From an optimization exercise on the open Yosys and OpenROAD flow, aimed at small area; shortcuts taken in it are not production practice. In this exercise RTL edits were held to simulation tests only and were not proved equivalent to the original. Power is estimated from default activity; no workload was simulated.

## design/flow/flow/run.sh

```bash
#!/bin/bash
set -euo pipefail
export BUFFER_PORTS_ARGS="-buffer_cell sky130_fd_sc_hd__buf_1"
export CTS_ARGS="-sink_clustering_enable -repair_clock_nets -dont_use_dummy_load -buf_list sky130_fd_sc_hd__clkbuf_4 -sink_clustering_size 8 -sink_clustering_max_diameter 40"
bash standard.sh synth > synth.log 2>&1
ODB=orfs/results/$FLOW_PLATFORM/iir_cascade_top/base/1_synth.odb \
LIB_FILE=$FLOW_HOME/platforms/$FLOW_PLATFORM/lib/sky130_fd_sc_hd__tt_025C_1v80.lib \
  openroad -no_init -exit flow/downsize.tcl > downsize.log 2>&1
bash standard.sh > standard.log 2>&1
```

## design/flow/flow/downsize.tcl

```tcl
# Area recovery before floorplan: every combinational cell of the synthesized netlist that
# has a smaller variant of the same function (same base name, e.g. a22oi_2 -> a22oi_1) is
# swapped for the smallest one. Flip-flops, latches, clock cells, buffers and inverters are
# left alone. The standard flow's later repair steps size cells back up where timing,
# slew or capacitance needs it.
read_liberty $::env(LIB_FILE)
read_db $::env(ODB)
set skip {df dl clk buf inv fill tap decap conb diode probe lpflow ebuf einv mux4 dlygate dlymetal}
set best [dict create]
foreach lc [get_lib_cells *] {
  set name [get_name $lc]
  if {![regexp {^(sky130_fd_sc_hd__[a-z0-9]+)_([0-9]+)$} $name -> base sz]} { continue }
  set bad 0
  foreach s $skip { if {[string first $s $base] >= 0} { set bad 1 } }
  if {$bad} { continue }
  set a [get_property $lc area]
  if {![dict exists $best $base] || $a < [lindex [dict get $best $base] 1]} {
    dict set best $base [list $name $a]
  }
}
set n 0
set saved 0.0
foreach inst [get_cells *] {
  set ref [get_property $inst ref_name]
  if {![regexp {^(sky130_fd_sc_hd__[a-z0-9]+)_([0-9]+)$} $ref -> base sz]} { continue }
  if {![dict exists $best $base]} { continue }
  lassign [dict get $best $base] to ato
  if {$to eq $ref} { continue }
  set afrom [get_property [get_lib_cells */$ref] area]
  if {$ato >= $afrom} { continue }
  replace_cell $inst $to
  incr n
  set saved [expr {$saved + $afrom - $ato}]
}
puts "downsize: replaced $n cells, [format %.1f $saved] um2 less"
write_db $::env(ODB)
```

## design/flow/standard.sh

```bash
#!/bin/bash
# synth_recipe.tcl (not shown) runs the flow's synth.tcl, then flattens the netlist and writes it again
# the make line also repeats each setting of config.mk as NAME=value (left out here)
make -C /OpenROAD-flow-scripts/flow DESIGN_CONFIG=/design/flow/config.mk WORK_HOME=/design/flow/orfs CLKGATE_MAP_FILE= SYNTH_SCRIPT=/design/flow/synth_recipe.tcl "${@:-finish}"
```

## design/flow/config.mk

```make
export PLATFORM = sky130hd
export DESIGN_NAME = iir_cascade_top
export DESIGN_NICKNAME = iir_cascade_top
export VERILOG_FILES = /design/flow/design.v
export SDC_FILE = /design/flow/constraint.sdc
export NUM_CORES = 4
export LEC_CHECK = 0
export CAP_MARGIN = 20
export CELL_PAD_IN_SITES_DETAIL_PLACEMENT = 1
export CORE_MARGIN = 2
export CORE_UTILIZATION = 50
export PLACE_DENSITY = 0.65
export SLEW_MARGIN = 20
export SYNTH_HIERARCHICAL = 1
export SYNTH_MINIMUM_KEEP_SIZE = 0
```

## design/flow/constraint.sdc

```tcl
create_clock -name core_clock -period 10.0 [get_ports {clk}]
set_input_delay 2.0000 -clock core_clock [delete_from_list [all_inputs] [get_ports {clk}]]
set_output_delay 2.0000 -clock core_clock [all_outputs]
set_load 0.01 [all_outputs]
```

## design/flow/design.v

```verilog
package filter_pkg;
    localparam int SAMPLE_W = 16;
    localparam int ACC_W = 32;
    localparam int FRAC_BITS = 14;
    typedef logic signed [SAMPLE_W-1:0] sample_t;    
    typedef logic signed [ACC_W-1:0] acc_t;          
    typedef struct packed {
        sample_t b0;     
        sample_t b1;     
        sample_t b2;     
        sample_t a1;     
        sample_t a2;     
    } biquad_coef_t;
endpackage
package seq_pkg;
    typedef enum logic [2:0] {
        IDLE   = 3'd0,
        TAP_B0 = 3'd1,
        TAP_B1 = 3'd2,
        TAP_B2 = 3'd3,
        TAP_A1 = 3'd4,
        TAP_A2 = 3'd5,
        DRAIN1 = 3'd6,   
        DRAIN2 = 3'd7    
    } seq_state_t;
    typedef enum logic [1:0] {
        MAC_HOLD = 2'd0,     
        MAC_LOAD = 2'd1,     
        MAC_ACC  = 2'd2      
    } mac_op_t;
    typedef enum logic [2:0] {
        SEL_B0, SEL_B1, SEL_B2, SEL_A1, SEL_A2
    } tap_sel_t;
endpackage
`timescale 1ns/100ps
module sample_rate_timer #(
    parameter int SAMPLE_DIV = 16    
) (
    input  logic clk,
    input  logic reset,
    input  logic run,
    output logic sample_req
);
    localparam int CNT_W = (SAMPLE_DIV > 1) ? $clog2(SAMPLE_DIV) : 1;
    localparam logic [CNT_W-1:0] RELOAD = CNT_W'(SAMPLE_DIV - 1);
    logic [CNT_W-1:0] cnt;   
    always_ff @(posedge clk) begin
        if (!reset) begin
            cnt        <= RELOAD;
            sample_req <= 1'b0;
        end else if (!run) begin
            cnt        <= RELOAD;    
            sample_req <= 1'b0;
        end else if (cnt == '0) begin
            cnt        <= RELOAD;
            sample_req <= 1'b1;      
        end else begin
            cnt        <= cnt - 1'b1;
            sample_req <= 1'b0;
        end
    end
endmodule
module mac_booth
(
    input  logic [15:0] a,
    input  logic [15:0] b,
    input  logic        g,
    input  logic        sg,        
    input  logic [3:1] ci,        
    output logic [3:1] co,        
    input  logic [29:0] c,
    output logic [29:0] y
);
    logic [16:0] ax;
    assign ax = {a[15], a};
    wire one0 = b[0] ^ 1'b0;
    wire two0 = (b[1] ^ b[0]) & ~one0;
    wire neg0 = b[1] ^ g;
    wire v0_0;
    bpp u_pp0_0 (.a1(ax[0]), .a0(1'b0), .x1(one0), .x2(two0), .n(neg0), .y(v0_0));
    wire v0_1;
    bpp u_pp0_1 (.a1(ax[1]), .a0(ax[0]), .x1(one0), .x2(two0), .n(neg0), .y(v0_1));
    wire v0_2;
    bpp u_pp0_2 (.a1(ax[2]), .a0(ax[1]), .x1(one0), .x2(two0), .n(neg0), .y(v0_2));
    wire v0_3;
    bpp u_pp0_3 (.a1(ax[3]), .a0(ax[2]), .x1(one0), .x2(two0), .n(neg0), .y(v0_3));
    wire v0_4;
    bpp u_pp0_4 (.a1(ax[4]), .a0(ax[3]), .x1(one0), .x2(two0), .n(neg0), .y(v0_4));
    wire v0_5;
    bpp u_pp0_5 (.a1(ax[5]), .a0(ax[4]), .x1(one0), .x2(two0), .n(neg0), .y(v0_5));
    wire v0_6;
    bpp u_pp0_6 (.a1(ax[6]), .a0(ax[5]), .x1(one0), .x2(two0), .n(neg0), .y(v0_6));
    wire v0_7;
    bpp u_pp0_7 (.a1(ax[7]), .a0(ax[6]), .x1(one0), .x2(two0), .n(neg0), .y(v0_7));
    wire v0_8;
    bpp u_pp0_8 (.a1(ax[8]), .a0(ax[7]), .x1(one0), .x2(two0), .n(neg0), .y(v0_8));
    wire v0_9;
    bpp u_pp0_9 (.a1(ax[9]), .a0(ax[8]), .x1(one0), .x2(two0), .n(neg0), .y(v0_9));
    wire v0_10;
    bpp u_pp0_10 (.a1(ax[10]), .a0(ax[9]), .x1(one0), .x2(two0), .n(neg0), .y(v0_10));
    wire v0_11;
    bpp u_pp0_11 (.a1(ax[11]), .a0(ax[10]), .x1(one0), .x2(two0), .n(neg0), .y(v0_11));
    wire v0_12;
    bpp u_pp0_12 (.a1(ax[12]), .a0(ax[11]), .x1(one0), .x2(two0), .n(neg0), .y(v0_12));
    wire v0_13;
    bpp u_pp0_13 (.a1(ax[13]), .a0(ax[12]), .x1(one0), .x2(two0), .n(neg0), .y(v0_13));
    wire v0_14;
    bpp u_pp0_14 (.a1(ax[14]), .a0(ax[13]), .x1(one0), .x2(two0), .n(neg0), .y(v0_14));
    wire v0_15;
    bpp u_pp0_15 (.a1(ax[15]), .a0(ax[14]), .x1(one0), .x2(two0), .n(neg0), .y(v0_15));
    wire v0_16;
    bppn u_pp0_16 (.a1(ax[16]), .a0(ax[15]), .x1(one0), .x2(two0), .n(neg0), .y(v0_16));
    wire vs0 = v0_16 & sg;
    wire one1 = b[2] ^ b[1];
    wire two1 = (b[3] ^ b[2]) & ~one1;
    wire neg1 = b[3] ^ g;
    wire v1_0;
    bpp u_pp1_0 (.a1(ax[0]), .a0(1'b0), .x1(one1), .x2(two1), .n(neg1), .y(v1_0));
    wire v1_1;
    bpp u_pp1_1 (.a1(ax[1]), .a0(ax[0]), .x1(one1), .x2(two1), .n(neg1), .y(v1_1));
    wire v1_2;
    bpp u_pp1_2 (.a1(ax[2]), .a0(ax[1]), .x1(one1), .x2(two1), .n(neg1), .y(v1_2));
    wire v1_3;
    bpp u_pp1_3 (.a1(ax[3]), .a0(ax[2]), .x1(one1), .x2(two1), .n(neg1), .y(v1_3));
    wire v1_4;
    bpp u_pp1_4 (.a1(ax[4]), .a0(ax[3]), .x1(one1), .x2(two1), .n(neg1), .y(v1_4));
    wire v1_5;
    bpp u_pp1_5 (.a1(ax[5]), .a0(ax[4]), .x1(one1), .x2(two1), .n(neg1), .y(v1_5));
    wire v1_6;
    bpp u_pp1_6 (.a1(ax[6]), .a0(ax[5]), .x1(one1), .x2(two1), .n(neg1), .y(v1_6));
    wire v1_7;
    bpp u_pp1_7 (.a1(ax[7]), .a0(ax[6]), .x1(one1), .x2(two1), .n(neg1), .y(v1_7));
    wire v1_8;
    bpp u_pp1_8 (.a1(ax[8]), .a0(ax[7]), .x1(one1), .x2(two1), .n(neg1), .y(v1_8));
    wire v1_9;
    bpp u_pp1_9 (.a1(ax[9]), .a0(ax[8]), .x1(one1), .x2(two1), .n(neg1), .y(v1_9));
    wire v1_10;
    bpp u_pp1_10 (.a1(ax[10]), .a0(ax[9]), .x1(one1), .x2(two1), .n(neg1), .y(v1_10));
    wire v1_11;
    bpp u_pp1_11 (.a1(ax[11]), .a0(ax[10]), .x1(one1), .x2(two1), .n(neg1), .y(v1_11));
    wire v1_12;
    bpp u_pp1_12 (.a1(ax[12]), .a0(ax[11]), .x1(one1), .x2(two1), .n(neg1), .y(v1_12));
    wire v1_13;
    bpp u_pp1_13 (.a1(ax[13]), .a0(ax[12]), .x1(one1), .x2(two1), .n(neg1), .y(v1_13));
    wire v1_14;
    bpp u_pp1_14 (.a1(ax[14]), .a0(ax[13]), .x1(one1), .x2(two1), .n(neg1), .y(v1_14));
    wire v1_15;
    bpp u_pp1_15 (.a1(ax[15]), .a0(ax[14]), .x1(one1), .x2(two1), .n(neg1), .y(v1_15));
    wire v1_16;
    bppn u_pp1_16 (.a1(ax[16]), .a0(ax[15]), .x1(one1), .x2(two1), .n(neg1), .y(v1_16));
    wire vs1 = v1_16 & sg;
    wire one2 = b[4] ^ b[3];
    wire two2 = (b[5] ^ b[4]) & ~one2;
    wire neg2 = b[5] ^ g;
    wire v2_0;
    bpp u_pp2_0 (.a1(ax[0]), .a0(1'b0), .x1(one2), .x2(two2), .n(neg2), .y(v2_0));
    wire v2_1;
    bpp u_pp2_1 (.a1(ax[1]), .a0(ax[0]), .x1(one2), .x2(two2), .n(neg2), .y(v2_1));
    wire v2_2;
    bpp u_pp2_2 (.a1(ax[2]), .a0(ax[1]), .x1(one2), .x2(two2), .n(neg2), .y(v2_2));
    wire v2_3;
    bpp u_pp2_3 (.a1(ax[3]), .a0(ax[2]), .x1(one2), .x2(two2), .n(neg2), .y(v2_3));
    wire v2_4;
    bpp u_pp2_4 (.a1(ax[4]), .a0(ax[3]), .x1(one2), .x2(two2), .n(neg2), .y(v2_4));
    wire v2_5;
    bpp u_pp2_5 (.a1(ax[5]), .a0(ax[4]), .x1(one2), .x2(two2), .n(neg2), .y(v2_5));
    wire v2_6;
    bpp u_pp2_6 (.a1(ax[6]), .a0(ax[5]), .x1(one2), .x2(two2), .n(neg2), .y(v2_6));
    wire v2_7;
    bpp u_pp2_7 (.a1(ax[7]), .a0(ax[6]), .x1(one2), .x2(two2), .n(neg2), .y(v2_7));
    wire v2_8;
    bpp u_pp2_8 (.a1(ax[8]), .a0(ax[7]), .x1(one2), .x2(two2), .n(neg2), .y(v2_8));
    wire v2_9;
    bpp u_pp2_9 (.a1(ax[9]), .a0(ax[8]), .x1(one2), .x2(two2), .n(neg2), .y(v2_9));
    wire v2_10;
    bpp u_pp2_10 (.a1(ax[10]), .a0(ax[9]), .x1(one2), .x2(two2), .n(neg2), .y(v2_10));
    wire v2_11;
    bpp u_pp2_11 (.a1(ax[11]), .a0(ax[10]), .x1(one2), .x2(two2), .n(neg2), .y(v2_11));
    wire v2_12;
    bpp u_pp2_12 (.a1(ax[12]), .a0(ax[11]), .x1(one2), .x2(two2), .n(neg2), .y(v2_12));
    wire v2_13;
    bpp u_pp2_13 (.a1(ax[13]), .a0(ax[12]), .x1(one2), .x2(two2), .n(neg2), .y(v2_13));
    wire v2_14;
    bpp u_pp2_14 (.a1(ax[14]), .a0(ax[13]), .x1(one2), .x2(two2), .n(neg2), .y(v2_14));
    wire v2_15;
    bpp u_pp2_15 (.a1(ax[15]), .a0(ax[14]), .x1(one2), .x2(two2), .n(neg2), .y(v2_15));
    wire v2_16;
    bppn u_pp2_16 (.a1(ax[16]), .a0(ax[15]), .x1(one2), .x2(two2), .n(neg2), .y(v2_16));
    wire vs2 = v2_16 & sg;
    wire one3 = b[6] ^ b[5];
    wire two3 = (b[7] ^ b[6]) & ~one3;
    wire neg3 = b[7] ^ g;
    wire v3_0;
    bpp u_pp3_0 (.a1(ax[0]), .a0(1'b0), .x1(one3), .x2(two3), .n(neg3), .y(v3_0));
    wire v3_1;
    bpp u_pp3_1 (.a1(ax[1]), .a0(ax[0]), .x1(one3), .x2(two3), .n(neg3), .y(v3_1));
    wire v3_2;
    bpp u_pp3_2 (.a1(ax[2]), .a0(ax[1]), .x1(one3), .x2(two3), .n(neg3), .y(v3_2));
    wire v3_3;
    bpp u_pp3_3 (.a1(ax[3]), .a0(ax[2]), .x1(one3), .x2(two3), .n(neg3), .y(v3_3));
    wire v3_4;
    bpp u_pp3_4 (.a1(ax[4]), .a0(ax[3]), .x1(one3), .x2(two3), .n(neg3), .y(v3_4));
    wire v3_5;
    bpp u_pp3_5 (.a1(ax[5]), .a0(ax[4]), .x1(one3), .x2(two3), .n(neg3), .y(v3_5));
    wire v3_6;
    bpp u_pp3_6 (.a1(ax[6]), .a0(ax[5]), .x1(one3), .x2(two3), .n(neg3), .y(v3_6));
    wire v3_7;
    bpp u_pp3_7 (.a1(ax[7]), .a0(ax[6]), .x1(one3), .x2(two3), .n(neg3), .y(v3_7));
    wire v3_8;
    bpp u_pp3_8 (.a1(ax[8]), .a0(ax[7]), .x1(one3), .x2(two3), .n(neg3), .y(v3_8));
    wire v3_9;
    bpp u_pp3_9 (.a1(ax[9]), .a0(ax[8]), .x1(one3), .x2(two3), .n(neg3), .y(v3_9));
    wire v3_10;
    bpp u_pp3_10 (.a1(ax[10]), .a0(ax[9]), .x1(one3), .x2(two3), .n(neg3), .y(v3_10));
    wire v3_11;
    bpp u_pp3_11 (.a1(ax[11]), .a0(ax[10]), .x1(one3), .x2(two3), .n(neg3), .y(v3_11));
    wire v3_12;
    bpp u_pp3_12 (.a1(ax[12]), .a0(ax[11]), .x1(one3), .x2(two3), .n(neg3), .y(v3_12));
    wire v3_13;
    bpp u_pp3_13 (.a1(ax[13]), .a0(ax[12]), .x1(one3), .x2(two3), .n(neg3), .y(v3_13));
    wire v3_14;
    bpp u_pp3_14 (.a1(ax[14]), .a0(ax[13]), .x1(one3), .x2(two3), .n(neg3), .y(v3_14));
    wire v3_15;
    bpp u_pp3_15 (.a1(ax[15]), .a0(ax[14]), .x1(one3), .x2(two3), .n(neg3), .y(v3_15));
    wire v3_16;
    bppn u_pp3_16 (.a1(ax[16]), .a0(ax[15]), .x1(one3), .x2(two3), .n(neg3), .y(v3_16));
    wire vs3 = v3_16 & sg;
    wire one4 = b[8] ^ b[7];
    wire two4 = (b[9] ^ b[8]) & ~one4;
    wire neg4 = b[9] ^ g;
    wire v4_0;
    bpp u_pp4_0 (.a1(ax[0]), .a0(1'b0), .x1(one4), .x2(two4), .n(neg4), .y(v4_0));
    wire v4_1;
    bpp u_pp4_1 (.a1(ax[1]), .a0(ax[0]), .x1(one4), .x2(two4), .n(neg4), .y(v4_1));
    wire v4_2;
    bpp u_pp4_2 (.a1(ax[2]), .a0(ax[1]), .x1(one4), .x2(two4), .n(neg4), .y(v4_2));
    wire v4_3;
    bpp u_pp4_3 (.a1(ax[3]), .a0(ax[2]), .x1(one4), .x2(two4), .n(neg4), .y(v4_3));
    wire v4_4;
    bpp u_pp4_4 (.a1(ax[4]), .a0(ax[3]), .x1(one4), .x2(two4), .n(neg4), .y(v4_4));
    wire v4_5;
    bpp u_pp4_5 (.a1(ax[5]), .a0(ax[4]), .x1(one4), .x2(two4), .n(neg4), .y(v4_5));
    wire v4_6;
    bpp u_pp4_6 (.a1(ax[6]), .a0(ax[5]), .x1(one4), .x2(two4), .n(neg4), .y(v4_6));
    wire v4_7;
    bpp u_pp4_7 (.a1(ax[7]), .a0(ax[6]), .x1(one4), .x2(two4), .n(neg4), .y(v4_7));
    wire v4_8;
    bpp u_pp4_8 (.a1(ax[8]), .a0(ax[7]), .x1(one4), .x2(two4), .n(neg4), .y(v4_8));
    wire v4_9;
    bpp u_pp4_9 (.a1(ax[9]), .a0(ax[8]), .x1(one4), .x2(two4), .n(neg4), .y(v4_9));
    wire v4_10;
    bpp u_pp4_10 (.a1(ax[10]), .a0(ax[9]), .x1(one4), .x2(two4), .n(neg4), .y(v4_10));
    wire v4_11;
    bpp u_pp4_11 (.a1(ax[11]), .a0(ax[10]), .x1(one4), .x2(two4), .n(neg4), .y(v4_11));
    wire v4_12;
    bpp u_pp4_12 (.a1(ax[12]), .a0(ax[11]), .x1(one4), .x2(two4), .n(neg4), .y(v4_12));
    wire v4_13;
    bpp u_pp4_13 (.a1(ax[13]), .a0(ax[12]), .x1(one4), .x2(two4), .n(neg4), .y(v4_13));
    wire v4_14;
    bpp u_pp4_14 (.a1(ax[14]), .a0(ax[13]), .x1(one4), .x2(two4), .n(neg4), .y(v4_14));
    wire v4_15;
    bpp u_pp4_15 (.a1(ax[15]), .a0(ax[14]), .x1(one4), .x2(two4), .n(neg4), .y(v4_15));
    wire v4_16;
    bppn u_pp4_16 (.a1(ax[16]), .a0(ax[15]), .x1(one4), .x2(two4), .n(neg4), .y(v4_16));
    wire vs4 = v4_16 & sg;
    wire one5 = b[10] ^ b[9];
    wire two5 = (b[11] ^ b[10]) & ~one5;
    wire neg5 = b[11] ^ g;
    wire v5_0;
    bpp u_pp5_0 (.a1(ax[0]), .a0(1'b0), .x1(one5), .x2(two5), .n(neg5), .y(v5_0));
    wire v5_1;
    bpp u_pp5_1 (.a1(ax[1]), .a0(ax[0]), .x1(one5), .x2(two5), .n(neg5), .y(v5_1));
    wire v5_2;
    bpp u_pp5_2 (.a1(ax[2]), .a0(ax[1]), .x1(one5), .x2(two5), .n(neg5), .y(v5_2));
    wire v5_3;
    bpp u_pp5_3 (.a1(ax[3]), .a0(ax[2]), .x1(one5), .x2(two5), .n(neg5), .y(v5_3));
    wire v5_4;
    bpp u_pp5_4 (.a1(ax[4]), .a0(ax[3]), .x1(one5), .x2(two5), .n(neg5), .y(v5_4));
    wire v5_5;
    bpp u_pp5_5 (.a1(ax[5]), .a0(ax[4]), .x1(one5), .x2(two5), .n(neg5), .y(v5_5));
    wire v5_6;
    bpp u_pp5_6 (.a1(ax[6]), .a0(ax[5]), .x1(one5), .x2(two5), .n(neg5), .y(v5_6));
    wire v5_7;
    bpp u_pp5_7 (.a1(ax[7]), .a0(ax[6]), .x1(one5), .x2(two5), .n(neg5), .y(v5_7));
    wire v5_8;
    bpp u_pp5_8 (.a1(ax[8]), .a0(ax[7]), .x1(one5), .x2(two5), .n(neg5), .y(v5_8));
    wire v5_9;
    bpp u_pp5_9 (.a1(ax[9]), .a0(ax[8]), .x1(one5), .x2(two5), .n(neg5), .y(v5_9));
    wire v5_10;
    bpp u_pp5_10 (.a1(ax[10]), .a0(ax[9]), .x1(one5), .x2(two5), .n(neg5), .y(v5_10));
    wire v5_11;
    bpp u_pp5_11 (.a1(ax[11]), .a0(ax[10]), .x1(one5), .x2(two5), .n(neg5), .y(v5_11));
    wire v5_12;
    bpp u_pp5_12 (.a1(ax[12]), .a0(ax[11]), .x1(one5), .x2(two5), .n(neg5), .y(v5_12));
    wire v5_13;
    bpp u_pp5_13 (.a1(ax[13]), .a0(ax[12]), .x1(one5), .x2(two5), .n(neg5), .y(v5_13));
    wire v5_14;
    bpp u_pp5_14 (.a1(ax[14]), .a0(ax[13]), .x1(one5), .x2(two5), .n(neg5), .y(v5_14));
    wire v5_15;
    bpp u_pp5_15 (.a1(ax[15]), .a0(ax[14]), .x1(one5), .x2(two5), .n(neg5), .y(v5_15));
    wire v5_16;
    bppn u_pp5_16 (.a1(ax[16]), .a0(ax[15]), .x1(one5), .x2(two5), .n(neg5), .y(v5_16));
    wire vs5 = v5_16 & sg;
    wire one6 = b[12] ^ b[11];
    wire two6 = (b[13] ^ b[12]) & ~one6;
    wire neg6 = b[13] ^ g;
    wire v6_0;
    bpp u_pp6_0 (.a1(ax[0]), .a0(1'b0), .x1(one6), .x2(two6), .n(neg6), .y(v6_0));
    wire v6_1;
    bpp u_pp6_1 (.a1(ax[1]), .a0(ax[0]), .x1(one6), .x2(two6), .n(neg6), .y(v6_1));
    wire v6_2;
    bpp u_pp6_2 (.a1(ax[2]), .a0(ax[1]), .x1(one6), .x2(two6), .n(neg6), .y(v6_2));
    wire v6_3;
    bpp u_pp6_3 (.a1(ax[3]), .a0(ax[2]), .x1(one6), .x2(two6), .n(neg6), .y(v6_3));
    wire v6_4;
    bpp u_pp6_4 (.a1(ax[4]), .a0(ax[3]), .x1(one6), .x2(two6), .n(neg6), .y(v6_4));
    wire v6_5;
    bpp u_pp6_5 (.a1(ax[5]), .a0(ax[4]), .x1(one6), .x2(two6), .n(neg6), .y(v6_5));
    wire v6_6;
    bpp u_pp6_6 (.a1(ax[6]), .a0(ax[5]), .x1(one6), .x2(two6), .n(neg6), .y(v6_6));
    wire v6_7;
    bpp u_pp6_7 (.a1(ax[7]), .a0(ax[6]), .x1(one6), .x2(two6), .n(neg6), .y(v6_7));
    wire v6_8;
    bpp u_pp6_8 (.a1(ax[8]), .a0(ax[7]), .x1(one6), .x2(two6), .n(neg6), .y(v6_8));
    wire v6_9;
    bpp u_pp6_9 (.a1(ax[9]), .a0(ax[8]), .x1(one6), .x2(two6), .n(neg6), .y(v6_9));
    wire v6_10;
    bpp u_pp6_10 (.a1(ax[10]), .a0(ax[9]), .x1(one6), .x2(two6), .n(neg6), .y(v6_10));
    wire v6_11;
    bpp u_pp6_11 (.a1(ax[11]), .a0(ax[10]), .x1(one6), .x2(two6), .n(neg6), .y(v6_11));
    wire v6_12;
    bpp u_pp6_12 (.a1(ax[12]), .a0(ax[11]), .x1(one6), .x2(two6), .n(neg6), .y(v6_12));
    wire v6_13;
    bpp u_pp6_13 (.a1(ax[13]), .a0(ax[12]), .x1(one6), .x2(two6), .n(neg6), .y(v6_13));
    wire v6_14;
    bpp u_pp6_14 (.a1(ax[14]), .a0(ax[13]), .x1(one6), .x2(two6), .n(neg6), .y(v6_14));
    wire v6_15;
    bpp u_pp6_15 (.a1(ax[15]), .a0(ax[14]), .x1(one6), .x2(two6), .n(neg6), .y(v6_15));
    wire v6_16;
    bppn u_pp6_16 (.a1(ax[16]), .a0(ax[15]), .x1(one6), .x2(two6), .n(neg6), .y(v6_16));
    wire vs6 = v6_16 & sg;
    wire one7 = b[14] ^ b[13];
    wire two7 = (b[15] ^ b[14]) & ~one7;
    wire neg7 = b[15] ^ g;
    wire v7_0;
    bpp u_pp7_0 (.a1(ax[0]), .a0(1'b0), .x1(one7), .x2(two7), .n(neg7), .y(v7_0));
    wire v7_1;
    bpp u_pp7_1 (.a1(ax[1]), .a0(ax[0]), .x1(one7), .x2(two7), .n(neg7), .y(v7_1));
    wire v7_2;
    bpp u_pp7_2 (.a1(ax[2]), .a0(ax[1]), .x1(one7), .x2(two7), .n(neg7), .y(v7_2));
    wire v7_3;
    bpp u_pp7_3 (.a1(ax[3]), .a0(ax[2]), .x1(one7), .x2(two7), .n(neg7), .y(v7_3));
    wire v7_4;
    bpp u_pp7_4 (.a1(ax[4]), .a0(ax[3]), .x1(one7), .x2(two7), .n(neg7), .y(v7_4));
    wire v7_5;
    bpp u_pp7_5 (.a1(ax[5]), .a0(ax[4]), .x1(one7), .x2(two7), .n(neg7), .y(v7_5));
    wire v7_6;
    bpp u_pp7_6 (.a1(ax[6]), .a0(ax[5]), .x1(one7), .x2(two7), .n(neg7), .y(v7_6));
    wire v7_7;
    bpp u_pp7_7 (.a1(ax[7]), .a0(ax[6]), .x1(one7), .x2(two7), .n(neg7), .y(v7_7));
    wire v7_8;
    bpp u_pp7_8 (.a1(ax[8]), .a0(ax[7]), .x1(one7), .x2(two7), .n(neg7), .y(v7_8));
    wire v7_9;
    bpp u_pp7_9 (.a1(ax[9]), .a0(ax[8]), .x1(one7), .x2(two7), .n(neg7), .y(v7_9));
    wire v7_10;
    bpp u_pp7_10 (.a1(ax[10]), .a0(ax[9]), .x1(one7), .x2(two7), .n(neg7), .y(v7_10));
    wire v7_11;
    bpp u_pp7_11 (.a1(ax[11]), .a0(ax[10]), .x1(one7), .x2(two7), .n(neg7), .y(v7_11));
    wire v7_12;
    bpp u_pp7_12 (.a1(ax[12]), .a0(ax[11]), .x1(one7), .x2(two7), .n(neg7), .y(v7_12));
    wire v7_13;
    bpp u_pp7_13 (.a1(ax[13]), .a0(ax[12]), .x1(one7), .x2(two7), .n(neg7), .y(v7_13));
    wire v7_14;
    bpp u_pp7_14 (.a1(ax[14]), .a0(ax[13]), .x1(one7), .x2(two7), .n(neg7), .y(v7_14));
    wire v7_15;
    bpp u_pp7_15 (.a1(ax[15]), .a0(ax[14]), .x1(one7), .x2(two7), .n(neg7), .y(v7_15));
    wire s0, k0;
    ha2 u_ha1 (.a(v0_14), .b(v1_12), .s(s0), .co(k0));
    wire s1, k1;
    ha2 u_ha2 (.a(v0_15), .b(v1_13), .s(s1), .co(k1));
    wire s2, k2;
    ha2 u_ha3 (.a(vs0), .b(v1_14), .s(s2), .co(k2));
    wire s3, k3;
    ha2 u_ha4 (.a(v0_8), .b(v1_6), .s(s3), .co(k3));
    wire s4, k4;
    ha2 u_ha5 (.a(v0_9), .b(v1_7), .s(s4), .co(k4));
    wire s5, k5;
    fa3 u_fa6 (.a(v0_10), .b(v1_8), .c(v2_6), .s(s5), .co(k5));
    wire s6, k6;
    ha2 u_ha7 (.a(v3_4), .b(v4_2), .s(s6), .co(k6));
    wire s7, k7;
    fa3 u_fa8 (.a(v0_11), .b(v1_9), .c(v2_7), .s(s7), .co(k7));
    wire s8, k8;
    ha2 u_ha9 (.a(v3_5), .b(v4_3), .s(s8), .co(k8));
    wire s9, k9;
    fa3 u_fa10 (.a(v0_12), .b(v1_10), .c(v2_8), .s(s9), .co(k9));
    wire s10, k10;
    fa3 u_fa11 (.a(v3_6), .b(v4_4), .c(v5_2), .s(s10), .co(k10));
    wire s11, k11;
    ha2 u_ha12 (.a(v6_0), .b(neg6), .s(s11), .co(k11));
    wire s12, k12;
    fa3 u_fa13 (.a(v0_13), .b(v1_11), .c(v2_9), .s(s12), .co(k12));
    wire s13, k13;
    fa3 u_fa14 (.a(v3_7), .b(v4_5), .c(v5_3), .s(s13), .co(k13));
    wire s14, k14;
    ha2 u_ha15 (.a(v6_1), .b(c[13]), .s(s14), .co(k14));
    wire s15, k15;
    fa3 u_fa16 (.a(v2_10), .b(v3_8), .c(v4_6), .s(s15), .co(k15));
    wire s16, k16;
    fa3 u_fa17 (.a(v5_4), .b(v6_2), .c(v7_0), .s(s16), .co(k16));
    wire s17, k17;
    fa3 u_fa18 (.a(neg7), .b(c[14]), .c(s0), .s(s17), .co(k17));
    wire s18, k18;
    fa3 u_fa19 (.a(v2_11), .b(v3_9), .c(v4_7), .s(s18), .co(k18));
    wire s19, k19;
    fa3 u_fa20 (.a(v5_5), .b(v6_3), .c(v7_1), .s(s19), .co(k19));
    wire s20, k20;
    fa3 u_fa21 (.a(c[15]), .b(s1), .c(k0), .s(s20), .co(k20));
    wire s21, k21;
    fa3 u_fa22 (.a(v2_12), .b(v3_10), .c(v4_8), .s(s21), .co(k21));
    wire s22, k22;
    fa3 u_fa23 (.a(v5_6), .b(v6_4), .c(v7_2), .s(s22), .co(k22));
    wire s23, k23;
    fa3 u_fa24 (.a(c[16]), .b(s2), .c(k1), .s(s23), .co(k23));
    wire s24, k24;
    fa3 u_fa25 (.a(v1_15), .b(v2_13), .c(v3_11), .s(s24), .co(k24));
    wire s25, k25;
    fa3 u_fa26 (.a(v4_9), .b(v5_7), .c(v6_5), .s(s25), .co(k25));
    wire s26, k26;
    fa3 u_fa27 (.a(v7_3), .b(c[17]), .c(k2), .s(s26), .co(k26));
    wire s27, k27;
    fa3 u_fa28 (.a(vs1), .b(v2_14), .c(v3_12), .s(s27), .co(k27));
    wire s28, k28;
    fa3 u_fa29 (.a(v4_10), .b(v5_8), .c(v6_6), .s(s28), .co(k28));
    wire s29, k29;
    ha2 u_ha30 (.a(v7_4), .b(c[18]), .s(s29), .co(k29));
    wire s30, k30;
    fa3 u_fa31 (.a(v2_15), .b(v3_13), .c(v4_11), .s(s30), .co(k30));
    wire s31, k31;
    fa3 u_fa32 (.a(v5_9), .b(v6_7), .c(v7_5), .s(s31), .co(k31));
    wire s32, k32;
    fa3 u_fa33 (.a(vs2), .b(v3_14), .c(v4_12), .s(s32), .co(k32));
    wire s33, k33;
    ha2 u_ha34 (.a(v5_10), .b(v6_8), .s(s33), .co(k33));
    wire s34, k34;
    fa3 u_fa35 (.a(v3_15), .b(v4_13), .c(v5_11), .s(s34), .co(k34));
    wire s35, k35;
    ha2 u_ha36 (.a(vs3), .b(v4_14), .s(s35), .co(k35));
    wire s36, k36;
    ha2 u_ha37 (.a(v0_4), .b(v1_2), .s(s36), .co(k36));
    wire s37, k37;
    ha2 u_ha38 (.a(v0_5), .b(v1_3), .s(s37), .co(k37));
    wire s38, k38;
    fa3 u_fa39 (.a(v0_6), .b(v1_4), .c(v2_2), .s(s38), .co(k38));
    wire s39, k39;
    ha2 u_ha40 (.a(v3_0), .b(neg3), .s(s39), .co(k39));
    wire s40, k40;
    fa3 u_fa41 (.a(v0_7), .b(v1_5), .c(v2_3), .s(s40), .co(k40));
    wire s41, k41;
    ha2 u_ha42 (.a(v3_1), .b(c[7]), .s(s41), .co(k41));
    wire s42, k42;
    fa3 u_fa43 (.a(v2_4), .b(v3_2), .c(v4_0), .s(s42), .co(k42));
    wire s43, k43;
    fa3 u_fa44 (.a(neg4), .b(c[8]), .c(s3), .s(s43), .co(k43));
    wire s44, k44;
    fa3 u_fa45 (.a(v2_5), .b(v3_3), .c(v4_1), .s(s44), .co(k44));
    wire s45, k45;
    fa3 u_fa46 (.a(c[9]), .b(s4), .c(k3), .s(s45), .co(k45));
    wire s46, k46;
    fa3 u_fa47 (.a(v5_0), .b(neg5), .c(c[10]), .s(s46), .co(k46));
    wire s47, k47;
    fa3 u_fa48 (.a(s5), .b(s6), .c(k4), .s(s47), .co(k47));
    wire s48, k48;
    fa3 u_fa49 (.a(v5_1), .b(c[11]), .c(s7), .s(s48), .co(k48));
    wire s49, k49;
    fa3 u_fa50 (.a(s8), .b(k5), .c(k6), .s(s49), .co(k49));
    wire s50, k50;
    fa3 u_fa51 (.a(c[12]), .b(s9), .c(s10), .s(s50), .co(k50));
    wire s51, k51;
    fa3 u_fa52 (.a(s11), .b(k7), .c(k8), .s(s51), .co(k51));
    wire s52, k52;
    fa3 u_fa53 (.a(s12), .b(s13), .c(s14), .s(s52), .co(k52));
    wire s53, k53;
    fa3 u_fa54 (.a(k9), .b(k10), .c(k11), .s(s53), .co(k53));
    wire s54, k54;
    fa3 u_fa55 (.a(s15), .b(s16), .c(s17), .s(s54), .co(k54));
    wire s55, k55;
    fa3 u_fa56 (.a(k12), .b(k13), .c(k14), .s(s55), .co(k55));
    wire s56, k56;
    fa3 u_fa57 (.a(s18), .b(s19), .c(s20), .s(s56), .co(k56));
    wire s57, k57;
    fa3 u_fa58 (.a(k15), .b(k16), .c(k17), .s(s57), .co(k57));
    wire s58, k58;
    fa3 u_fa59 (.a(s21), .b(s22), .c(s23), .s(s58), .co(k58));
    wire s59, k59;
    fa3 u_fa60 (.a(k18), .b(k19), .c(k20), .s(s59), .co(k59));
    wire s60, k60;
    fa3 u_fa61 (.a(s24), .b(s25), .c(s26), .s(s60), .co(k60));
    wire s61, k61;
    fa3 u_fa62 (.a(k21), .b(k22), .c(k23), .s(s61), .co(k61));
    wire s62, k62;
    fa3 u_fa63 (.a(s27), .b(s28), .c(s29), .s(s62), .co(k62));
    wire s63, k63;
    fa3 u_fa64 (.a(k24), .b(k25), .c(k26), .s(s63), .co(k63));
    wire s64, k64;
    fa3 u_fa65 (.a(c[19]), .b(s30), .c(s31), .s(s64), .co(k64));
    wire s65, k65;
    fa3 u_fa66 (.a(k27), .b(k28), .c(k29), .s(s65), .co(k65));
    wire s66, k66;
    fa3 u_fa67 (.a(v7_6), .b(c[20]), .c(s32), .s(s66), .co(k66));
    wire s67, k67;
    fa3 u_fa68 (.a(s33), .b(k30), .c(k31), .s(s67), .co(k67));
    wire s68, k68;
    fa3 u_fa69 (.a(v6_9), .b(v7_7), .c(c[21]), .s(s68), .co(k68));
    wire s69, k69;
    fa3 u_fa70 (.a(s34), .b(k32), .c(k33), .s(s69), .co(k69));
    wire s70, k70;
    fa3 u_fa71 (.a(v5_12), .b(v6_10), .c(v7_8), .s(s70), .co(k70));
    wire s71, k71;
    fa3 u_fa72 (.a(c[22]), .b(s35), .c(k34), .s(s71), .co(k71));
    wire s72, k72;
    fa3 u_fa73 (.a(v4_15), .b(v5_13), .c(v6_11), .s(s72), .co(k72));
    wire s73, k73;
    fa3 u_fa74 (.a(v7_9), .b(c[23]), .c(k35), .s(s73), .co(k73));
    wire s74, k74;
    fa3 u_fa75 (.a(vs4), .b(v5_14), .c(v6_12), .s(s74), .co(k74));
    wire s75, k75;
    ha2 u_ha76 (.a(v7_10), .b(c[24]), .s(s75), .co(k75));
    wire s76, k76;
    fa3 u_fa77 (.a(v5_15), .b(v6_13), .c(v7_11), .s(s76), .co(k76));
    wire s77, k77;
    ha2 u_ha78 (.a(vs5), .b(v6_14), .s(s77), .co(k77));
    wire s78, k78;
    ha2 u_ha79 (.a(v0_2), .b(v1_0), .s(s78), .co(k78));
    wire s79, k79;
    ha2 u_ha80 (.a(v0_3), .b(v1_1), .s(s79), .co(k79));
    wire s80, k80;
    fa3 u_fa81 (.a(v2_0), .b(neg2), .c(c[4]), .s(s80), .co(k80));
    wire s81, k81;
    fa3 u_fa82 (.a(v2_1), .b(c[5]), .c(s37), .s(s81), .co(k81));
    wire s82, k82;
    fa3 u_fa83 (.a(c[6]), .b(s38), .c(s39), .s(s82), .co(k82));
    wire s83, k83;
    fa3 u_fa84 (.a(s40), .b(s41), .c(k38), .s(s83), .co(k83));
    wire s84, k84;
    fa3 u_fa85 (.a(s42), .b(s43), .c(k40), .s(s84), .co(k84));
    wire s85, k85;
    fa3 u_fa86 (.a(s44), .b(s45), .c(k42), .s(s85), .co(k85));
    wire s86, k86;
    fa3 u_fa87 (.a(s46), .b(s47), .c(k44), .s(s86), .co(k86));
    wire s87, k87;
    fa3 u_fa88 (.a(s48), .b(s49), .c(k46), .s(s87), .co(k87));
    wire s88, k88;
    fa3 u_fa89 (.a(s50), .b(s51), .c(k48), .s(s88), .co(k88));
    wire s89, k89;
    fa3 u_fa90 (.a(s52), .b(s53), .c(k50), .s(s89), .co(k89));
    wire s90, k90;
    fa3 u_fa91 (.a(s54), .b(s55), .c(k52), .s(s90), .co(k90));
    wire s91, k91;
    fa3 u_fa92 (.a(s56), .b(s57), .c(k54), .s(s91), .co(k91));
    wire s92, k92;
    fa3 u_fa93 (.a(s58), .b(s59), .c(k56), .s(s92), .co(k92));
    wire s93, k93;
    fa3 u_fa94 (.a(s60), .b(s61), .c(k58), .s(s93), .co(k93));
    wire s94, k94;
    fa3 u_fa95 (.a(s62), .b(s63), .c(k60), .s(s94), .co(k94));
    wire s95, k95;
    fa3 u_fa96 (.a(s64), .b(s65), .c(k62), .s(s95), .co(k95));
    wire s96, k96;
    fa3 u_fa97 (.a(s66), .b(s67), .c(k64), .s(s96), .co(k96));
    wire s97, k97;
    fa3 u_fa98 (.a(s68), .b(s69), .c(k66), .s(s97), .co(k97));
    wire s98, k98;
    fa3 u_fa99 (.a(s70), .b(s71), .c(k68), .s(s98), .co(k98));
    wire s99, k99;
    fa3 u_fa100 (.a(s72), .b(s73), .c(k70), .s(s99), .co(k99));
    wire s100, k100;
    fa3 u_fa101 (.a(s74), .b(s75), .c(k72), .s(s100), .co(k100));
    wire s101, k101;
    fa3 u_fa102 (.a(c[25]), .b(s76), .c(k74), .s(s101), .co(k101));
    wire s102, k102;
    fa3 u_fa103 (.a(v7_12), .b(c[26]), .c(s77), .s(s102), .co(k102));
    wire s103, k103;
    fa3 u_fa104 (.a(v6_15), .b(v7_13), .c(c[27]), .s(s103), .co(k103));
    wire s104, k104;
    ha2 u_ha105 (.a(vs6), .b(v7_14), .s(s104), .co(k104));
    wire s105, k105;
    ha2 u_ha106 (.a(v0_0), .b(neg0), .s(s105), .co(k105));
    wire s106, k106;
    ha2 u_ha107 (.a(v0_1), .b(c[1]), .s(s106), .co(k106));
    wire s107, k107;
    fa3 u_fa108 (.a(neg1), .b(c[2]), .c(s78), .s(s107), .co(k107));
    wire s108, k108;
    fa3 u_fa109 (.a(c[3]), .b(s79), .c(k78), .s(s108), .co(k108));
    wire s109, k109;
    fa3 u_fa110 (.a(s36), .b(s80), .c(k79), .s(s109), .co(k109));
    wire s110, k110;
    fa3 u_fa111 (.a(k36), .b(s81), .c(k80), .s(s110), .co(k110));
    wire s111, k111;
    fa3 u_fa112 (.a(k37), .b(s82), .c(k81), .s(s111), .co(k111));
    wire s112, k112;
    fa3 u_fa113 (.a(k39), .b(s83), .c(k82), .s(s112), .co(k112));
    wire s113, k113;
    fa3 u_fa114 (.a(k41), .b(s84), .c(k83), .s(s113), .co(k113));
    wire s114, k114;
    fa3 u_fa115 (.a(k43), .b(s85), .c(k84), .s(s114), .co(k114));
    wire s115, k115;
    fa3 u_fa116 (.a(k45), .b(s86), .c(k85), .s(s115), .co(k115));
    wire s116, k116;
    fa3 u_fa117 (.a(k47), .b(s87), .c(k86), .s(s116), .co(k116));
    wire s117, k117;
    fa3 u_fa118 (.a(k49), .b(s88), .c(k87), .s(s117), .co(k117));
    wire s118, k118;
    fa3 u_fa119 (.a(k51), .b(s89), .c(k88), .s(s118), .co(k118));
    wire s119, k119;
    fa3 u_fa120 (.a(k53), .b(s90), .c(k89), .s(s119), .co(k119));
    wire s120, k120;
    fa3 u_fa121 (.a(k55), .b(s91), .c(k90), .s(s120), .co(k120));
    wire s121, k121;
    fa3 u_fa122 (.a(k57), .b(s92), .c(k91), .s(s121), .co(k121));
    wire s122, k122;
    fa3 u_fa123 (.a(k59), .b(s93), .c(k92), .s(s122), .co(k122));
    wire s123, k123;
    fa3 u_fa124 (.a(k61), .b(s94), .c(k93), .s(s123), .co(k123));
    wire s124, k124;
    fa3 u_fa125 (.a(k63), .b(s95), .c(k94), .s(s124), .co(k124));
    wire s125, k125;
    fa3 u_fa126 (.a(k65), .b(s96), .c(k95), .s(s125), .co(k125));
    wire s126, k126;
    fa3 u_fa127 (.a(k67), .b(s97), .c(k96), .s(s126), .co(k126));
    wire s127, k127;
    fa3 u_fa128 (.a(k69), .b(s98), .c(k97), .s(s127), .co(k127));
    wire s128, k128;
    fa3 u_fa129 (.a(k71), .b(s99), .c(k98), .s(s128), .co(k128));
    wire s129, k129;
    fa3 u_fa130 (.a(k73), .b(s100), .c(k99), .s(s129), .co(k129));
    wire s130, k130;
    fa3 u_fa131 (.a(k75), .b(s101), .c(k100), .s(s130), .co(k130));
    wire s131, k131;
    fa3 u_fa132 (.a(k76), .b(s102), .c(k101), .s(s131), .co(k131));
    wire s132, k132;
    fa3 u_fa133 (.a(k77), .b(s103), .c(k102), .s(s132), .co(k132));
    wire s133, k133;
    fa3 u_fa134 (.a(c[28]), .b(s104), .c(k103), .s(s133), .co(k133));
    wire s134, k134;
    fa3 u_fa135 (.a(v7_15), .b(c[29]), .c(k104), .s(s134), .co(k134));
    wire [29:0] r0 = {s134, s133, s132, s131, s130, s129, s128, s127, s126, s125, s124, s123, s122, s121, s120, s119, s118, s117, s116, s115, s114, s113, s112, s111, s110, s109, s108, s107, s106, c[0]};
    wire [29:0] r1 = {k133, k132, k131, k130, k129, k128, k127, k126, k125, k124, k123, k122, k121, k120, k119, k118, k117, k116, k115, k114, k113, k112, k111, k110, k109, k108, k107, k106, k105, s105};
    wire rs0, rc0;
    ha2 u_rha0 (.a(c[0]), .b(s105), .s(rs0), .co(rc0));
    assign y[0] = rs0;
    wire rs1, rc1;
    fa3 u_rfa1 (.a(s106), .b(k105), .c(rc0), .s(rs1), .co(rc1));
    assign y[1] = rs1;
    wire rs2, rc2;
    fa3 u_rfa2 (.a(s107), .b(k106), .c(rc1), .s(rs2), .co(rc2));
    assign y[2] = rs2;
    wire rs3, rc3;
    fa3 u_rfa3 (.a(s108), .b(k107), .c(rc2), .s(rs3), .co(rc3));
    assign y[3] = rs3;
    wire rs4, rc4;
    fa3 u_rfa4 (.a(s109), .b(k108), .c(rc3), .s(rs4), .co(rc4));
    assign y[4] = rs4;
    wire rs5, rc5;
    fa3 u_rfa5 (.a(s110), .b(k109), .c(rc4), .s(rs5), .co(rc5));
    assign y[5] = rs5;
    wire rs6, rc6;
    fa3 u_rfa6 (.a(s111), .b(k110), .c(rc5), .s(rs6), .co(rc6));
    assign y[6] = rs6;
    wire rs7, rc7;
    fa3 u_rfa7 (.a(s112), .b(k111), .c(rc6), .s(rs7), .co(rc7));
    assign y[7] = rs7;
    assign co[1] = rc7;
    wire rs8, rc8;
    fa3 u_rfa8 (.a(s113), .b(k112), .c(ci[1]), .s(rs8), .co(rc8));
    assign y[8] = rs8;
    wire rs9, rc9;
    fa3 u_rfa9 (.a(s114), .b(k113), .c(rc8), .s(rs9), .co(rc9));
    assign y[9] = rs9;
    wire rs10, rc10;
    fa3 u_rfa10 (.a(s115), .b(k114), .c(rc9), .s(rs10), .co(rc10));
    assign y[10] = rs10;
    wire rs11, rc11;
    fa3 u_rfa11 (.a(s116), .b(k115), .c(rc10), .s(rs11), .co(rc11));
    assign y[11] = rs11;
    wire rs12, rc12;
    fa3 u_rfa12 (.a(s117), .b(k116), .c(rc11), .s(rs12), .co(rc12));
    assign y[12] = rs12;
    wire rs13, rc13;
    fa3 u_rfa13 (.a(s118), .b(k117), .c(rc12), .s(rs13), .co(rc13));
    assign y[13] = rs13;
    wire rs14, rc14;
    fa3 u_rfa14 (.a(s119), .b(k118), .c(rc13), .s(rs14), .co(rc14));
    assign y[14] = rs14;
    wire rs15, rc15;
    fa3 u_rfa15 (.a(s120), .b(k119), .c(rc14), .s(rs15), .co(rc15));
    assign y[15] = rs15;
    assign co[2] = rc15;
    wire rs16, rc16;
    fa3 u_rfa16 (.a(s121), .b(k120), .c(ci[2]), .s(rs16), .co(rc16));
    assign y[16] = rs16;
    wire rs17, rc17;
    fa3 u_rfa17 (.a(s122), .b(k121), .c(rc16), .s(rs17), .co(rc17));
    assign y[17] = rs17;
    wire rs18, rc18;
    fa3 u_rfa18 (.a(s123), .b(k122), .c(rc17), .s(rs18), .co(rc18));
    assign y[18] = rs18;
    wire rs19, rc19;
    fa3 u_rfa19 (.a(s124), .b(k123), .c(rc18), .s(rs19), .co(rc19));
    assign y[19] = rs19;
    wire rs20, rc20;
    fa3 u_rfa20 (.a(s125), .b(k124), .c(rc19), .s(rs20), .co(rc20));
    assign y[20] = rs20;
    wire rs21, rc21;
    fa3 u_rfa21 (.a(s126), .b(k125), .c(rc20), .s(rs21), .co(rc21));
    assign y[21] = rs21;
    wire rs22, rc22;
    fa3 u_rfa22 (.a(s127), .b(k126), .c(rc21), .s(rs22), .co(rc22));
    assign y[22] = rs22;
    assign co[3] = rc22;
    wire rs23, rc23;
    fa3 u_rfa23 (.a(s128), .b(k127), .c(ci[3]), .s(rs23), .co(rc23));
    assign y[23] = rs23;
    wire rs24, rc24;
    fa3 u_rfa24 (.a(s129), .b(k128), .c(rc23), .s(rs24), .co(rc24));
    assign y[24] = rs24;
    wire rs25, rc25;
    fa3 u_rfa25 (.a(s130), .b(k129), .c(rc24), .s(rs25), .co(rc25));
    assign y[25] = rs25;
    wire rs26, rc26;
    fa3 u_rfa26 (.a(s131), .b(k130), .c(rc25), .s(rs26), .co(rc26));
    assign y[26] = rs26;
    wire rs27, rc27;
    fa3 u_rfa27 (.a(s132), .b(k131), .c(rc26), .s(rs27), .co(rc27));
    assign y[27] = rs27;
    wire rs28, rc28;
    fa3 u_rfa28 (.a(s133), .b(k132), .c(rc27), .s(rs28), .co(rc28));
    assign y[28] = rs28;
    wire rs29, rc29;
    fa3 u_rfa29 (.a(s134), .b(k133), .c(rc28), .s(rs29), .co(rc29));
    assign y[29] = rs29;
endmodule
module fa3 (input logic a, input logic b, input logic c, output logic s, output logic co);
    assign s  = a ^ b ^ c;
    assign co = (a & b) | (a & c) | (b & c);
endmodule
module bpp (input logic a1, input logic a0, input logic x1, input logic x2, input logic n, output logic y);
    assign y = ((a1 & x1) | (a0 & x2)) ^ n;
endmodule
module bppn (input logic a1, input logic a0, input logic x1, input logic x2, input logic n, output logic y);
    assign y = ~(((a1 & x1) | (a0 & x2)) ^ n);
endmodule
module ha2 (input logic a, input logic b, output logic s, output logic co);
    assign s  = a ^ b;
    assign co = a & b;
endmodule
`timescale 1ns/100ps
module iir_cascade_top
#(
    parameter int SAMPLE_DIV = 16    
) (
    input  logic         clk,
    input  logic         reset,
    input  logic         run,
    input  logic [15:0]  sample_in,
    input  logic [79:0]  coef_s1,
    input  logic [79:0]  coef_s2,
    output logic         sample_req,
    output logic [15:0]  filt_out,
    output logic         out_valid
);
    localparam logic [29:0] ACC_INIT = 30'h15572000;
    sample_rate_timer #(
        .SAMPLE_DIV (SAMPLE_DIV)
    ) u_timer (
        .clk        (clk),
        .reset      (reset),
        .run        (run),
        .sample_req (sample_req)
    );
    logic [4:0]  step;           
    logic        hist_ok1;       
    logic        hist_ok2;       
    logic [15:0] x1, x2;         
    logic [15:0] y1a, y1b;       
    logic [15:0] y2a, y2b;       
    logic [15:0] c0, c1, c2, c3; 
    logic [29:0] acc;
    always_ff @(posedge clk) begin
        if (!reset)
            step <= '0;
        else if (sample_req)
            step <= 5'd1;
        else if (step == 5'd16)
            step <= '0;
        else if (step != 5'd0)
            step <= step + 5'd1;
    end
    always_ff @(posedge clk) begin
        if (!reset)
            out_valid <= 1'b0;
        else
            out_valid <= (step == 5'd16);
    end
    always_ff @(posedge clk) begin
        if (!reset) begin
            hist_ok1 <= 1'b0;
            hist_ok2 <= 1'b0;
        end else if (step == 5'd16) begin
            hist_ok1 <= 1'b1;
            hist_ok2 <= hist_ok1;
        end
    end
    wire ld1 = (step == 5'd1);      
    wire ld2 = (step == 5'd9);      
    always_ff @(posedge clk) begin
        if (ld1) begin
            x1 <= c3;                
            x2 <= x1;
        end
        if (step == 5'd9) begin
            y1a <= acc[29:14];
            y1b <= y1a;
        end
        if (out_valid) begin
            y2a <= acc[29:14];
            y2b <= y2a;
        end
    end
    wire ld = ld1 | ld2;
    always_ff @(posedge clk) begin
        c0 <= ({16{ld1}} & coef_s1[79:64]) | ({16{ld2}} & coef_s2[79:64]) | ({16{!ld}} & c1);  
        c1 <= ({16{ld1}} & coef_s1[63:48]) | ({16{ld2}} & coef_s2[63:48]) | ({16{!ld}} & c2);  
        c2 <= ({16{ld1}} & coef_s1[31:16]) | ({16{ld2}} & coef_s2[31:16]) | ({16{!ld}} & c3);  
        c3 <= sample_req ? sample_in : ld2 ? coef_s2[15:0] : coef_s1[15:0];                    
    end
    wire s1  = (step == 5'd1);
    wire s2  = (step == 5'd2);
    wire s3  = (step == 5'd3);
    wire s4  = (step == 5'd4);
    wire s5  = (step == 5'd5);
    wire s9  = (step == 5'd9);
    wire s10 = (step == 5'd10);
    wire s11 = (step == 5'd11);
    wire s12 = (step == 5'd12);
    wire s13 = (step == 5'd13);
    wire sel_x1  = s2;
    wire sel_x2  = (s1 & hist_ok2) | (s3 & hist_ok1);
    wire sel_y1a = (s4 & hist_ok1) | s10;
    wire sel_y1b = ((s5 | s9) & hist_ok2) | (s11 & hist_ok1);
    wire sel_y2a = s12 & hist_ok1;
    wire sel_y2b = s13 & hist_ok2;
    wire fb      = s4 | s5 | s12 | s13;      
    wire [15:0] mc = ({16{ld1}} & coef_s1[47:32]) | ({16{ld2}} & coef_s2[47:32]) | ({16{!ld}} & c0);
    wire [15:0] md = ({16{sel_x1}} & x1)  | ({16{sel_x2}} & x2)  |
                     ({16{sel_y1a}} & y1a) | ({16{sel_y1b}} & y1b) |
                     ({16{sel_y2a}} & y2a) | ({16{sel_y2b}} & y2b);
    wire neg = fb && (c0 != 16'h8000);
    wire acc_load = ld;
    wire mac_on = s1 | s2 | s3 | s4 | s5 | s9 | s10 | s11 | s12 | s13;
    logic [29:0] mac_y;
    logic [3:1]  cy;             
    logic [3:1]  mac_co;
    mac_booth u_mac (
        .a  (mc),
        .b  (md),
        .g  (neg),
        .sg (mac_on),
        .ci (acc_load ? 3'b000 : cy),
        .co (mac_co),
        .c  (acc_load ? ACC_INIT : acc),
        .y  (mac_y)
    );
    always_ff @(posedge clk) begin
        acc <= mac_y;
        cy  <= mac_co;
    end
    assign filt_out = acc[29:14];
endmodule
```

==> results.json, run 1 <==
{
  "status": "complete, no violations",
  "finalClockSkew_ns": 0.125,
  "p_total_mw": 2.67,
  "syn_inst": 1112,
  "wl_um": 40200,
  "vdd_drop_max_mv": 0.160,
  "syn-cell-area_um2": 13600,
  "fin_area_um2": 14900,
  "antenna_found_initial": 1,
  "drt-wirelength-per-cell_um": 24.5,
  "io_pins": 197,
  "num-nets-final": 1648,
  "tritoncts": "done",
  "die_area_um2": 28600,
  "min_path_type": "reg2reg",
  "postCtsSetupRepairBufs": 0,
  "synth_area_per_cell_um2": 12.3,
  "critPathMaxFanout": 18,
  "grt_max_degree": 69,
  "cts_resized": 0,
  "cp.arrival_ns": 9.55,
  "hold_end": "y2b[7]",
  "relSlewSlack_pct": 33.6,
  "viasPerCell": 6.26,
  "startpoint_type": "flop",
  "final_common_cell": "buf_1",
  "worst_slew_pin_slew_ns": 0.993,
  "coreArea_um2": 26900,
  "cts.clk_slew.worst_paths_ns": 0.09,
  "cpPeakStageDelay_ns": 0.77,
  "yosys_warnings": 8,
  "antenna_left": 0,
  "post_route_cells_drive_above_1_share_pct": 7.02,
  "initial_core_util_pct": 50.7,
  "cp-end-kind": "flop",
  "timing.fmax_mhz": 110,
  "p_per_area_nw_per_um2": 179,
  "worstSetupPathType": "reg2reg",
  "vias": 10300,
  "postLayoutCoreUtil_pct": 55.5,
  "drtIter0Drc": 1093,
  "clock-sinks": 206,
  "maxCapViolations": 0,
  "critical_path_required_ns": 10.48,
  "die_w_um": 169,
  "critPathSlowestCell": "o22ai_1",
  "hold_buffers": 0,
  "h-tree-depth": 2,
  "hold_viol_final": 0,
  "r2r_slack_ns": 0.92,
  "dr.pass1.iters": 7,
  "overflow": 0,
  "clk_latency_ns": 0.70,
  "final_min_period_over_clock_period_pct": 90.8,
  "setup_viol": 0,
  "critical_path.cell_chain": "and2_0 -> buf_4 -> and4b_1 -> a221o_1 -> a221o_1 -> nand2b_1 -> o22ai_1 -> buf_4 -> a22oi_1 -> xnor2_1 -> ha_1 -> fa_1 -> fa_1 -> fa_1 -> fa_1 -> fa_1 -> fa_1 -> fa_1 -> fa_1 -> fa_1 -> fa_1 -> fa_1",
  "crit_top_cell": "fa_1",
  "grt_use_total_pct": 28.9,
  "areaGrowthSynthToFinish_pct": 9.34,
  "place_congestion": 0.874,
  "maxSlewViolCount": 0,
  "setup_tns_ns": 0,
  "port_buffers": 196,
  "clockBufferDepth": 3,
  "grt_setup_unrepaired": "false",
  "drcViolationCount": 0,
  "reg2regPathDepth": 22,
  "reg2reg_from": "step[2]",
  "place_area_um2": 14600,
  "r2r-end": "acc[15]",
  "row_count": 60,
  "hp-start": "y2a[7]",
  "fin_crit_ns": 9.08,
  "cts_inserted_buffers": 38,
  "grt_pass1_wl_um": 63000,
  "die_y_um": 169,
  "grt_pass1_vias": 11300,
  "worst_hold_slack_ns": 0.404,
  "p_leak_nw": 5.80,
  "cts_root_buf": "clkbuf_4",
  "layout_common_cells": "196 x buf_1, 141 x fa_1, 136 x a22oi_1",
  "hold_depth": 0,
  "hpwlAfterDp_um": 30000
}
## critical path, delay by kind of cell (launching register included)
kind / cells / cell delay [ns]
buffers and inverters: 2 / 0.54
adders and majority gates: 12 / 5.13
DFF: 1 / 0.66
xor gates and xnor gates: 1 / 0.17
and+or+nand+nor: 3 / 0.99
AOI/OAI and AO/OA: 4 / 1.42
## how the worst max path moves through the flow
stage | cells after the start | end | slack, ns | start
2_1_floorplan | 21 | acc[22] | 1.36 | step[0]
3_3_place_gp | 21 | acc[22] | 1.22 | step[2]
3_5_place_dp | 21 | acc[22] | 0.94 | step[2]
4_1_cts | 21 | acc[22] | 0.90 | step[2]
5_1_grt | 22 | acc[15] | 0.62 | step[2]
6_report | 22 | acc[15] | 0.92 | step[2]
## report_power, final
group | internal [mW] | total (mW) | switching (mW)
Sequential | 1.06 | 1.18 | 0.123
Clock | 0.174 | 0.472 | 0.298
Combinational | 0.333 | 1.02 | 0.683
Total | 1.56 | 2.67 | 1.10
## sequential cells by signal, indices dropped and copies added (netlist names)
signal	cells
step	5
c3	16
u_timer.sample_req	1
c0	16
y1b	16
u_timer.cnt	4
out_valid	1
y2a	16
hist_ok2	1
hist_ok1	1
c1	16
acc	30
c2	16
x2	16
y1a	16
cy	3
y2b	16
x1	16
## area by class of cell
| class | count | area [um^2] |
|---|---|---|
| antenna | 1 | 2.50 |
| clock buffer | 38 | 285 |
| fill | 2871 | 12000 |
| inverter | 71 | 267 |
| multi-input combinational | 750 | 7840 |
| sequential | 206 | 5080 |
| tap | 341 | 427 |
| timing repair buffer | 232 | 1010 |
## layer usage
layer | part of all wire, % | GRT usage (%)
met4 | 4.4 | 12.3
met3 | 7.6 | 5.74
met2 | 50 | 49.5
met1 | 39 | 35.7
met5 | 0 | 0
## per-stage QoR
stage	setup WS, ns	instances
floorplan	1.36	1119
global placement	1.22	1600
detailed placement	0.940	1600
CTS	0.903	1638
global route	0.617	1639
finish	0.924	1639
==> run 2, diff against run 1 <==
--- a/design/flow/config.mk
+++ b/design/flow/config.mk
@@ -5,11 +5,11 @@
 export SDC_FILE = /design/flow/constraint.sdc
 export NUM_CORES = 4
 export LEC_CHECK = 0
-export CAP_MARGIN = 20
+export CAP_MARGIN = 0
 export CELL_PAD_IN_SITES_DETAIL_PLACEMENT = 1
 export CORE_MARGIN = 2
 export CORE_UTILIZATION = 50
 export PLACE_DENSITY = 0.65
-export SLEW_MARGIN = 20
+export SLEW_MARGIN = 0
 export SYNTH_HIERARCHICAL = 1
 export SYNTH_MINIMUM_KEEP_SIZE = 0
==> results.json, run 2 <==
{
  "vdd_drop_max_mv": 0.160,
  "clockBufferDepth": 3,
  "antenna_left": 0,
  "hold_viol_final": 0,
  "grt_pass1_wl_um": 63000,
  "hold_buffers": 0,
  "coreArea_um2": 26900,
  "areaGrowthSynthToFinish_pct": 9.32,
  "antenna_found_initial": 1,
  "setup_tns_ns": 0,
  "status": "complete, no violations",
  "synth_area_per_cell_um2": 12.3,
  "grt_use_met2_pct": 49.5,
  "critPathMaxFanout": 18,
  "reg2reg_from": "step[2]",
  "vias": 10300,
  "dr.pass1.iters": 10,
  "fin_crit_ns": 9.16,
  "relSlewSlack_pct": 31.1,
  "p_leak_nw": 5.80,
  "top_usage_layer": "met2",
  "fillers": 2871,
  "layout_common_cells": "196 x buf_1, 141 x fa_1, 136 x a22oi_1",
  "clock-sinks": 206,
  "post_route_cells_drive_above_1_share_pct": 6.94,
  "num-nets-final": 1648,
  "grt_pass1_vias": 11300,
  "final_common_cell": "buf_1",
  "grt_setup_unrepaired": "false",
  "startpoint": "step[2]",
  "startpoint_type": "flop",
  "row_count": 60,
  "worst_slew_pin_slew_ns": 1.03,
  "largest_reg_flops": 30,
  "yosys_warnings": 8,
  "cts.clk_slew.worst_paths_ns": 0.09,
  "gr-usage-met1_pct": 35.7,
  "die_area_um2": 28600,
  "critical_path_required_ns": 10.49,
  "clk_latency_ns": 0.70,
  "wl_um": 40200,
  "drcViolationCount": 0,
  "initial_core_util_pct": 50.7,
  "maxSlewViolCount": 0,
  "grt_max_degree": 69,
  "grt_use_total_pct": 28.9,
  "viasPerCell": 6.26,
  "worstSetupPathType": "reg2reg",
  "met3_usage_pct": 5.74,
  "timing.fmax_mhz": 109,
  "min_path_type": "reg2reg",
  "place_congestion": 0.874,
  "syn_inst": 1112,
  "postCtsSetupRepairBufs": 0,
  "hpwlAfterDp_um": 30000,
  "drt-wirelength-per-cell_um": 24.5,
  "h-tree-depth": 2,
  "top_register": "acc",
  "cts_inserted_buffers": 38,
  "die_y_um": 169,
  "io_pins": 197,
  "syn-cell-area_um2": 13600,
  "cts_root_buf": "clkbuf_4",
  "final_min_period_over_clock_period_pct": 91.6,
  "cp-end-kind": "flop",
  "maxCapViolations": 0,
  "hp-start": "y2a[7]",
  "setup_viol": 0,
  "p_total_mw": 2.67,
  "port_buffers": 196,
  "cts_resized": 0,
  "tritoncts": "done",
  "p_per_area_nw_per_um2": 179,
  "finalClockSkew_ns": 0.126,
  "overflow": 0,
  "cp.arrival_ns": 9.65,
  "die_w_um": 169,
  "drtIter0Drc": 1093
}
## run 2: path summary, 6_finish.rpt
check / endpoint / cells after the start / slack [ns]
setup / recovery: acc[22] / 21 / 0.84
hold / removal: y2b[7] / 0 / 0.40
setup reg to reg: acc[22] / 21 / 0.84
hold reg to reg: y2b[7] / 0 / 0.40
## run 2: through the flow
stage	setup WS (ns)	hold slack, ns	area [um^2]	instances	util (%)
after floorplan	1.36	0.384	13700	1119	-
after global placement	1.22	0.395	14600	1600	54.4
after detailed placement	0.940	0.418	14600	1600	54.4
after CTS	0.903	0.402	14900	1638	55.5
after global routing	0.343	0.432	14900	1639	55.5
final	0.844	0.404	14900	1639	55.5
## run 2: area by class of cell
cell class | count | area, um^2 | area share [%]
multi-input combinational | 750 | 7840 | 52.6
antenna | 1 | 2.50 | 0.0168
inverter | 71 | 267 | 1.79
timing repair buffer | 232 | 1010 | 6.75
tap | 341 | 427 | 2.86
sequential | 206 | 5080 | 34.1
clock buffer | 38 | 285 | 1.91
## run 2: critical path, cell delays in order, from the launching register on
cell,delay (ns)
dfxtp_1,0.66
and2_0,0.20
buf_4,0.24
and4b_1,0.69
a221o_1,0.26
a221o_1,0.28
nor2b_1,0.86
a22oi_1,0.17
xor2_1,0.21
and2_1,0.18
ha_1,0.31
fa_1,0.53
fa_1,0.46
fa_1,0.60
fa_1,0.46
fa_1,0.46
fa_1,0.41
fa_1,0.40
fa_1,0.40
fa_1,0.39
fa_1,0.40
fa_1,0.43
## run 2: routing by layer
layer / vias to the layer above / share of wire [%] / routed length, um
met4: 0 / 4.0 / 1620
li1: 4441 / - / -
met1: 5178 / 39 / 15500
met3: 106 / 7.5 / 3010
met5: - / 0 / 0
met2: 528 / 50 / 20000
## run 2: power by group
group	leakage, nW	total (mW)	switching [mW]	internal (mW)
logic	3.84	1.02	0.685	0.333
clock network	0.175	0.472	0.298	0.174
registers	1.78	1.18	0.123	1.06
total	5.80	2.67	1.11	1.56

==> what the ideal ports hide <==
Ports are ideal in the flow. The routed layouts listed here were re-timed in OpenROAD.
Step 1 sets driving cells, clkbuf_16 on the clock port and buf_2 on the other inputs (assumed; they add their load-dependent delay and slew).
Step 2 also shifts input and output timing later by t, the mid clock arrival at the registers, as if the neighbouring blocks saw the same clock.
Slacks: ideal ports / drivers / drivers and shift; pairs: ideal ports / drivers.
| run | t (ns) | setup slack, ns | worst slew at a driven data input, ns |
|---|---|---|---|
| run 1 | 0.689 | 0.924 / 0.924 / 0.924 | 0.05 |
| run 2 | 0.689 | 0.844 / 0.844 / 0.844 | 0.05 |
After both steps setup and hold are still met in every run listed.
